This is an optimization exercise on Yosys and OpenROAD, whose aim is a short achievable clock period and few clock cycles, not a production implementation.
Function was checked by simulation only, so behaviour that the tests miss may differ from the original.
No activity file was given, so power comes from the tool's default toggle rates.

## the previous run
==> flow/design.v <==
`timescale 1ns/1ps
module alu (
	input  logic [2:0]  op,
	input  logic [31:0] a,
	input  logic [31:0] b,
	output logic [31:0] result
);
	localparam logic [2:0] ALU_ADD = 3'd0;
	localparam logic [2:0] ALU_SUB = 3'd1;
	localparam logic [2:0] ALU_AND = 3'd2;
	localparam logic [2:0] ALU_OR  = 3'd3;
	localparam logic [2:0] ALU_SHR = 3'd4;
	localparam logic [2:0] ALU_SHL = 3'd5;
	localparam logic [2:0] ALU_NEG = 3'd6;
	localparam logic [2:0] ALU_NOT = 3'd7;
	logic [4:0] shamt;
	assign shamt = b[4:0];
	always_comb begin
		case (op)
			ALU_ADD: result = a + b;
			ALU_SUB: result = a - b;
			ALU_AND: result = a & b;
			ALU_OR:  result = a | b;
			ALU_SHR: result = a >> shamt;
			ALU_SHL: result = a << shamt;
			ALU_NEG: result = -a;
			default: result = ~a;
		endcase
	end
endmodule
`timescale 1ns/1ps
module register_file (
	input  logic        clk,
	input  logic        reset_n,
	input  logic [3:0]  ra_idx,
	input  logic [3:0]  rb_idx,
	input  logic [3:0]  rc_idx,
	input  logic        write_en,
	input  logic [3:0]  write_idx,
	input  logic [31:0] write_data,
	output logic [31:0] ra_val,
	output logic [31:0] rb_val,
	output logic [31:0] rc_val,
	output logic [15:0] zero,
	output logic [15:0] neg
);
	logic [31:0] regs [16];
	always_ff @(posedge clk) begin
		if (!reset_n) begin
			for (int i = 0; i < 16; i++) begin
				regs[i] <= '0;
			end
		end else if (write_en) begin
			regs[write_idx] <= write_data;
		end
	end
	always_comb begin
		for (int i = 0; i < 16; i++) begin
			zero[i] = (regs[i] == '0);
			neg[i]  = regs[i][31];
		end
	end
	assign ra_val = regs[ra_idx];
	assign rb_val = regs[rb_idx];
	assign rc_val = regs[rc_idx];
endmodule
`timescale 1ns/1ps
module cpu_top (
	input  logic        clk,
	input  logic        reset_n,
	input  logic        mem_ack,
	input  logic [31:0] mem_rdata,
	output logic        mem_req,
	output logic        mem_we,
	output logic [31:0] mem_addr,
	output logic [31:0] mem_wdata,
	output logic        halted
);
	localparam logic [4:0] OP_LD   = 5'b00000;
	localparam logic [4:0] OP_LDI  = 5'b00001;
	localparam logic [4:0] OP_ST   = 5'b00010;
	localparam logic [4:0] OP_ADD  = 5'b00011;
	localparam logic [4:0] OP_SUB  = 5'b00100;
	localparam logic [4:0] OP_SHR  = 5'b00101;
	localparam logic [4:0] OP_SHL  = 5'b00110;
	localparam logic [4:0] OP_AND  = 5'b01001;
	localparam logic [4:0] OP_OR   = 5'b01010;
	localparam logic [4:0] OP_ANDI = 5'b01100;
	localparam logic [4:0] OP_ORI  = 5'b01101;
	localparam logic [4:0] OP_NEG  = 5'b10000;
	localparam logic [4:0] OP_NOT  = 5'b10001;
	localparam logic [4:0] OP_BR   = 5'b10010;
	localparam logic [4:0] OP_HALT = 5'b11010;
	localparam logic [2:0] ALU_ADD = 3'd0;
	localparam logic [2:0] ALU_SUB = 3'd1;
	localparam logic [2:0] ALU_AND = 3'd2;
	localparam logic [2:0] ALU_OR  = 3'd3;
	localparam logic [2:0] ALU_SHR = 3'd4;
	localparam logic [2:0] ALU_SHL = 3'd5;
	localparam logic [2:0] ALU_NEG = 3'd6;
	localparam logic [2:0] ALU_NOT = 3'd7;
	logic        boot;       
	logic        pend;       
	logic        issued;     
	logic        phase;      
	logic        ea_step;    
	logic        ea_st;
	logic        ld_pend;    
	logic [31:0] addr_q;
	logic        we_q;
	logic [31:0] wdata_q;
	logic [31:0] npc;        
	logic        halted_q;
	logic        our_ack;
	logic        fetch_ack;
	logic        data_ack;
	logic [4:0]  op;
	logic [3:0]  ra, rb, rc;
	logic [1:0]  c2;
	logic [31:0] imm;
	logic        is_ld, is_st, is_br, is_halt, is_ifm, is_alu;
	logic [2:0]  alu_sel;
	logic [31:0] rav, rbv, rcv, base;
	logic [15:0] rz, rn;
	logic        ra_z, ra_n, cond;
	logic [31:0] pc1, target;
	logic        ex;
	logic [2:0]  ex_op;
	logic [31:0] ex_a, ex_b;
	logic [31:0] ex_res;
	logic [31:0] ea;
	logic [3:0]  wdst;       
	logic        wb;         
	logic [31:0] wb_data;
	logic        rf_we;
	logic [31:0] rf_wdata;
	assign mem_req   = pend && !mem_ack;
	assign mem_we    = we_q;
	assign mem_addr  = addr_q;
	assign mem_wdata = wdata_q;
	assign halted    = halted_q;
	assign our_ack   = mem_ack && issued;
	assign fetch_ack = our_ack && !phase;
	assign data_ack  = our_ack && phase;
	assign op  = mem_rdata[31:27];
	assign ra  = mem_rdata[26:23];
	assign rb  = mem_rdata[22:19];
	assign rc  = mem_rdata[18:15];
	assign c2  = mem_rdata[20:19];
	assign imm = {{13{mem_rdata[18]}}, mem_rdata[18:0]};
	assign is_ld   = (op == OP_LD);
	assign is_st   = (op == OP_ST);
	assign is_br   = (op == OP_BR);
	assign is_halt = (op == OP_HALT);
	assign is_ifm  = (op == OP_LDI) || (op == OP_ANDI) || (op == OP_ORI) || is_ld || is_st;
	always_comb begin
		is_alu  = 1'b1;
		alu_sel = ALU_ADD;
		case (op)
			OP_LDI, OP_ADD:  alu_sel = ALU_ADD;
			OP_SUB:          alu_sel = ALU_SUB;
			OP_AND, OP_ANDI: alu_sel = ALU_AND;
			OP_OR, OP_ORI:   alu_sel = ALU_OR;
			OP_SHR:          alu_sel = ALU_SHR;
			OP_SHL:          alu_sel = ALU_SHL;
			OP_NEG:          alu_sel = ALU_NEG;
			OP_NOT:          alu_sel = ALU_NOT;
			default:         is_alu = 1'b0;
		endcase
	end
	register_file u_register_file (
		.clk        (clk),
		.reset_n    (reset_n),
		.ra_idx     (ra),
		.rb_idx     (rb),
		.rc_idx     (rc),
		.write_en   (rf_we),
		.write_idx  (wdst),
		.write_data (rf_wdata),
		.ra_val     (rav),
		.rb_val     (rbv),
		.rc_val     (rcv),
		.zero       (rz),
		.neg        (rn)
	);
	assign base = (rb == 4'd0) ? 32'd0 : rbv;
	assign pc1    = addr_q + 32'd1;
	assign target = pc1 + imm;
	logic        sel_ab, sel_tg, sel_pc, sel_ex, sel_np, addr_load;
	logic [31:0] addr_next;
	assign sel_ab    = fetch_ack && (is_ld || is_st) && (rb == 4'd0);
	assign sel_tg    = fetch_ack && is_br && cond;
	assign sel_pc    = fetch_ack && !is_ld && !is_st && !is_halt && !(is_br && cond);
	assign sel_ex    = ea_step;
	assign sel_np    = data_ack;
	assign addr_load = sel_ab || sel_tg || sel_pc || sel_ex || sel_np;
	assign addr_next = ({32{sel_ab}} & imm) | ({32{sel_tg}} & target) | ({32{sel_pc}} & pc1) |
	                   ({32{sel_ex}} & ea) | ({32{sel_np}} & npc);
	assign ra_z = rz[ra];
	assign ra_n = rn[ra];
	always_comb begin
		case (c2)
			2'd0:    cond = ra_z;
			2'd1:    cond = !ra_z;
			2'd2:    cond = !ra_n && !ra_z;
			default: cond = ra_n;
		endcase
	end
	alu u_alu (
		.op     (ex_op),
		.a      (ex_a),
		.b      (ex_b),
		.result (ex_res)
	);
	assign ea = ex_a + ex_b;  
	assign rf_we    = ex || wb;
	assign rf_wdata = wb ? wb_data : ex_res;
	always_ff @(posedge clk) begin
		if (!reset_n) begin
			boot     <= 1'b1;
			pend     <= 1'b0;
			issued   <= 1'b0;
			phase    <= 1'b0;
			ea_step  <= 1'b0;
			ld_pend  <= 1'b0;
			addr_q   <= 32'd0;
			we_q     <= 1'b0;
			halted_q <= 1'b0;
			ex       <= 1'b0;
			wb       <= 1'b0;
		end else begin
			if (addr_load) begin
				addr_q <= addr_next;
			end
			boot    <= 1'b0;
			ex      <= fetch_ack && is_alu;
			wb      <= data_ack && ld_pend;
			ea_step <= fetch_ack && (is_ld || is_st) && (rb != 4'd0);
			if (boot) begin
				pend <= 1'b1;
			end
			if (mem_req) begin
				issued <= 1'b1;
			end
			if (fetch_ack) begin
				issued <= 1'b0;
				if (is_ld || is_st) begin
					if (rb == 4'd0) begin
						we_q   <= is_st;
						phase  <= 1'b1;
					end else begin
						pend   <= 1'b0;
					end
					ea_st   <= is_st;
					ld_pend <= is_ld;
					npc     <= pc1;
				end else if (is_halt) begin
					pend     <= 1'b0;
					halted_q <= 1'b1;
				end
			end
			if (ea_step) begin
				we_q   <= ea_st;
				phase  <= 1'b1;
				pend   <= 1'b1;
			end
			if (data_ack) begin
				issued <= 1'b0;
				we_q   <= 1'b0;
				phase  <= 1'b0;
			end
		end
	end
	always_ff @(posedge clk) begin
		ex_op   <= alu_sel;
		ex_a    <= is_ifm ? base : rbv;
		ex_b    <= is_ifm ? imm : rcv;
		wb_data <= mem_rdata;
	end
	always_ff @(posedge clk) begin
		if (fetch_ack) begin
			wdst    <= ra;
			wdata_q <= rav;
		end
	end
endmodule
export LEC_CHECK = 0
export ABC_CLOCK_PERIOD_IN_PS = 3000
export CAP_MARGIN = 20
export CORE_MARGIN = 2
export CORE_UTILIZATION = 40
export PLACE_DENSITY = 0.6
export SLEW_MARGIN = 20
export TNS_END_PERCENT = 100
create_clock -name core_clock -period 10.0 [get_ports {clk}]
standard.sh (not shown) runs the stock make flow with config.mk's settings and CLKGATE_MAP_FILE= SYNTH_SCRIPT=/design/flow/synth_recipe.tcl, a recipe that flattens the netlist after the stock synthesis.
==> flow/flow/run.sh <==
#!/bin/bash
# The standard synthesis, then the standard layout steps with timing repair aimed well
# below the clock period, free cell swaps in repair, no gate cloning (its clones were
# left with slow slews), and plain buffers on the ports.
set -euo pipefail
here=$(pwd)
bash standard.sh synth > make_synth.log 2>&1
bash standard.sh MATCH_CELL_FOOTPRINT=0 SETUP_SLACK_MARGIN=6 SKIP_GATE_CLONING=1 \
	PRE_GLOBAL_PLACE_TCL=$here/flow/pre_global_place.tcl finish > make_finish.log 2>&1
==> flow/flow/pre_global_place.tcl <==
# Port buffers: keep buffer_ports off the delay cells, whose delay sits on every I/O path.
set_dont_use [get_lib_cells {sky130_fd_sc_hd__clkdlybuf4s* sky130_fd_sc_hd__dlygate4sd* sky130_fd_sc_hd__dlymetal6s*}]
Testbench counts of the previous run, summed over its fixed seeds: cycles 47,440.
### the previous run -> the current run
diff --git a/flow/design.v b/flow/design.v
--- a/flow/design.v
+++ b/flow/design.v
@@ -187,14 +187,4 @@
 	assign pc1    = addr_q + 32'd1;
 	assign target = pc1 + imm;
-	logic        sel_ab, sel_tg, sel_pc, sel_ex, sel_np, addr_load;
-	logic [31:0] addr_next;
-	assign sel_ab    = fetch_ack && (is_ld || is_st) && (rb == 4'd0);
-	assign sel_tg    = fetch_ack && is_br && cond;
-	assign sel_pc    = fetch_ack && !is_ld && !is_st && !is_halt && !(is_br && cond);
-	assign sel_ex    = ea_step;
-	assign sel_np    = data_ack;
-	assign addr_load = sel_ab || sel_tg || sel_pc || sel_ex || sel_np;
-	assign addr_next = ({32{sel_ab}} & imm) | ({32{sel_tg}} & target) | ({32{sel_pc}} & pc1) |
-	                   ({32{sel_ex}} & ea) | ({32{sel_np}} & npc);
 	assign ra_z = rz[ra];
 	assign ra_n = rn[ra];
@@ -230,11 +220,8 @@
 			wb       <= 1'b0;
 		end else begin
-			if (addr_load) begin
-				addr_q <= addr_next;
-			end
 			boot    <= 1'b0;
 			ex      <= fetch_ack && is_alu;
 			wb      <= data_ack && ld_pend;
-			ea_step <= fetch_ack && (is_ld || is_st) && (rb != 4'd0);
+			ea_step <= fetch_ack && (is_ld || is_st);
 			if (boot) begin
 				pend <= 1'b1;
@@ -246,10 +233,5 @@
 				issued <= 1'b0;
 				if (is_ld || is_st) begin
-					if (rb == 4'd0) begin
-						we_q   <= is_st;
-						phase  <= 1'b1;
-					end else begin
-						pend   <= 1'b0;
-					end
+					pend    <= 1'b0;
 					ea_st   <= is_st;
 					ld_pend <= is_ld;
@@ -258,7 +240,10 @@
 					pend     <= 1'b0;
 					halted_q <= 1'b1;
+				end else begin
+					addr_q <= (is_br && cond) ? target : pc1;
 				end
 			end
 			if (ea_step) begin
+				addr_q <= ea;
 				we_q   <= ea_st;
 				phase  <= 1'b1;
@@ -267,4 +252,5 @@
 			if (data_ack) begin
 				issued <= 1'b0;
+				addr_q <= npc;
 				we_q   <= 1'b0;
 				phase  <= 1'b0;
==> run notes <==
- In the tables for the current run and the previous run, total via count in the routed design reads lower with the current run.
- Against the previous run, the current run reports a share of total power in combinational logic that is lower.
- Diff the current run and the previous run: initial cell density of the core higher in the current run
- Going from the previous run to the current run, area occupied by multi-input gates grows by 0.39%.
- Global routing usage on met3, the current run and the previous run: higher on the previous run
- Share of post-route cells with drive strength above 1 is higher on the previous run
- Side by side, switching share of power turned out lower in the current run than in the previous run.
- Looking at final core utilization across the current run and the previous run, the one that comes out lower is the current run.
- Delta (the current run minus the previous run): largest vdd supply drop shows a reduction of about 20%, non-filler instance count after layout held, detailed-route wire length decreased about 4%, cell area fell by 0.86%.
Testbench counts of the current run, summed over its fixed seeds: cycles 47,634.

[port drivers added, routing unchanged]
The flow's constraints put no driver on any port. The routed layouts listed below were extracted and timed again, unchanged, in two steps.
Step 1 assumes that a clkbuf_16 drives the clock port and a buf_2 every other input.
Step 2, shift: input delay + t, output delay - t, t = (earliest + latest rising clock arrival at the registers) / 2. This alone moves slack from input paths to output paths.
Three values: no drivers, after step 1, after step 2; two values: the first two.
run	shift t [ns]	setup slack, ns	latest minus earliest clock arrival (ns)	worst register clock-pin slew, ns	worst slew at a driven data input, ns
the previous run	0.746	5.705 / 5.593 / 4.847	0.036 / 0.036	0.07 / 0.07	0.25
the current run	0.730	5.703 / 5.657 / 4.945	0.023 / 0.023	0.07 / 0.07	0.13
After both steps every run listed still meets setup and hold. For the previous run, which loses most, drivers alone change the setup slack by -0.112 ns; drivers and shift together by -0.858 ns.
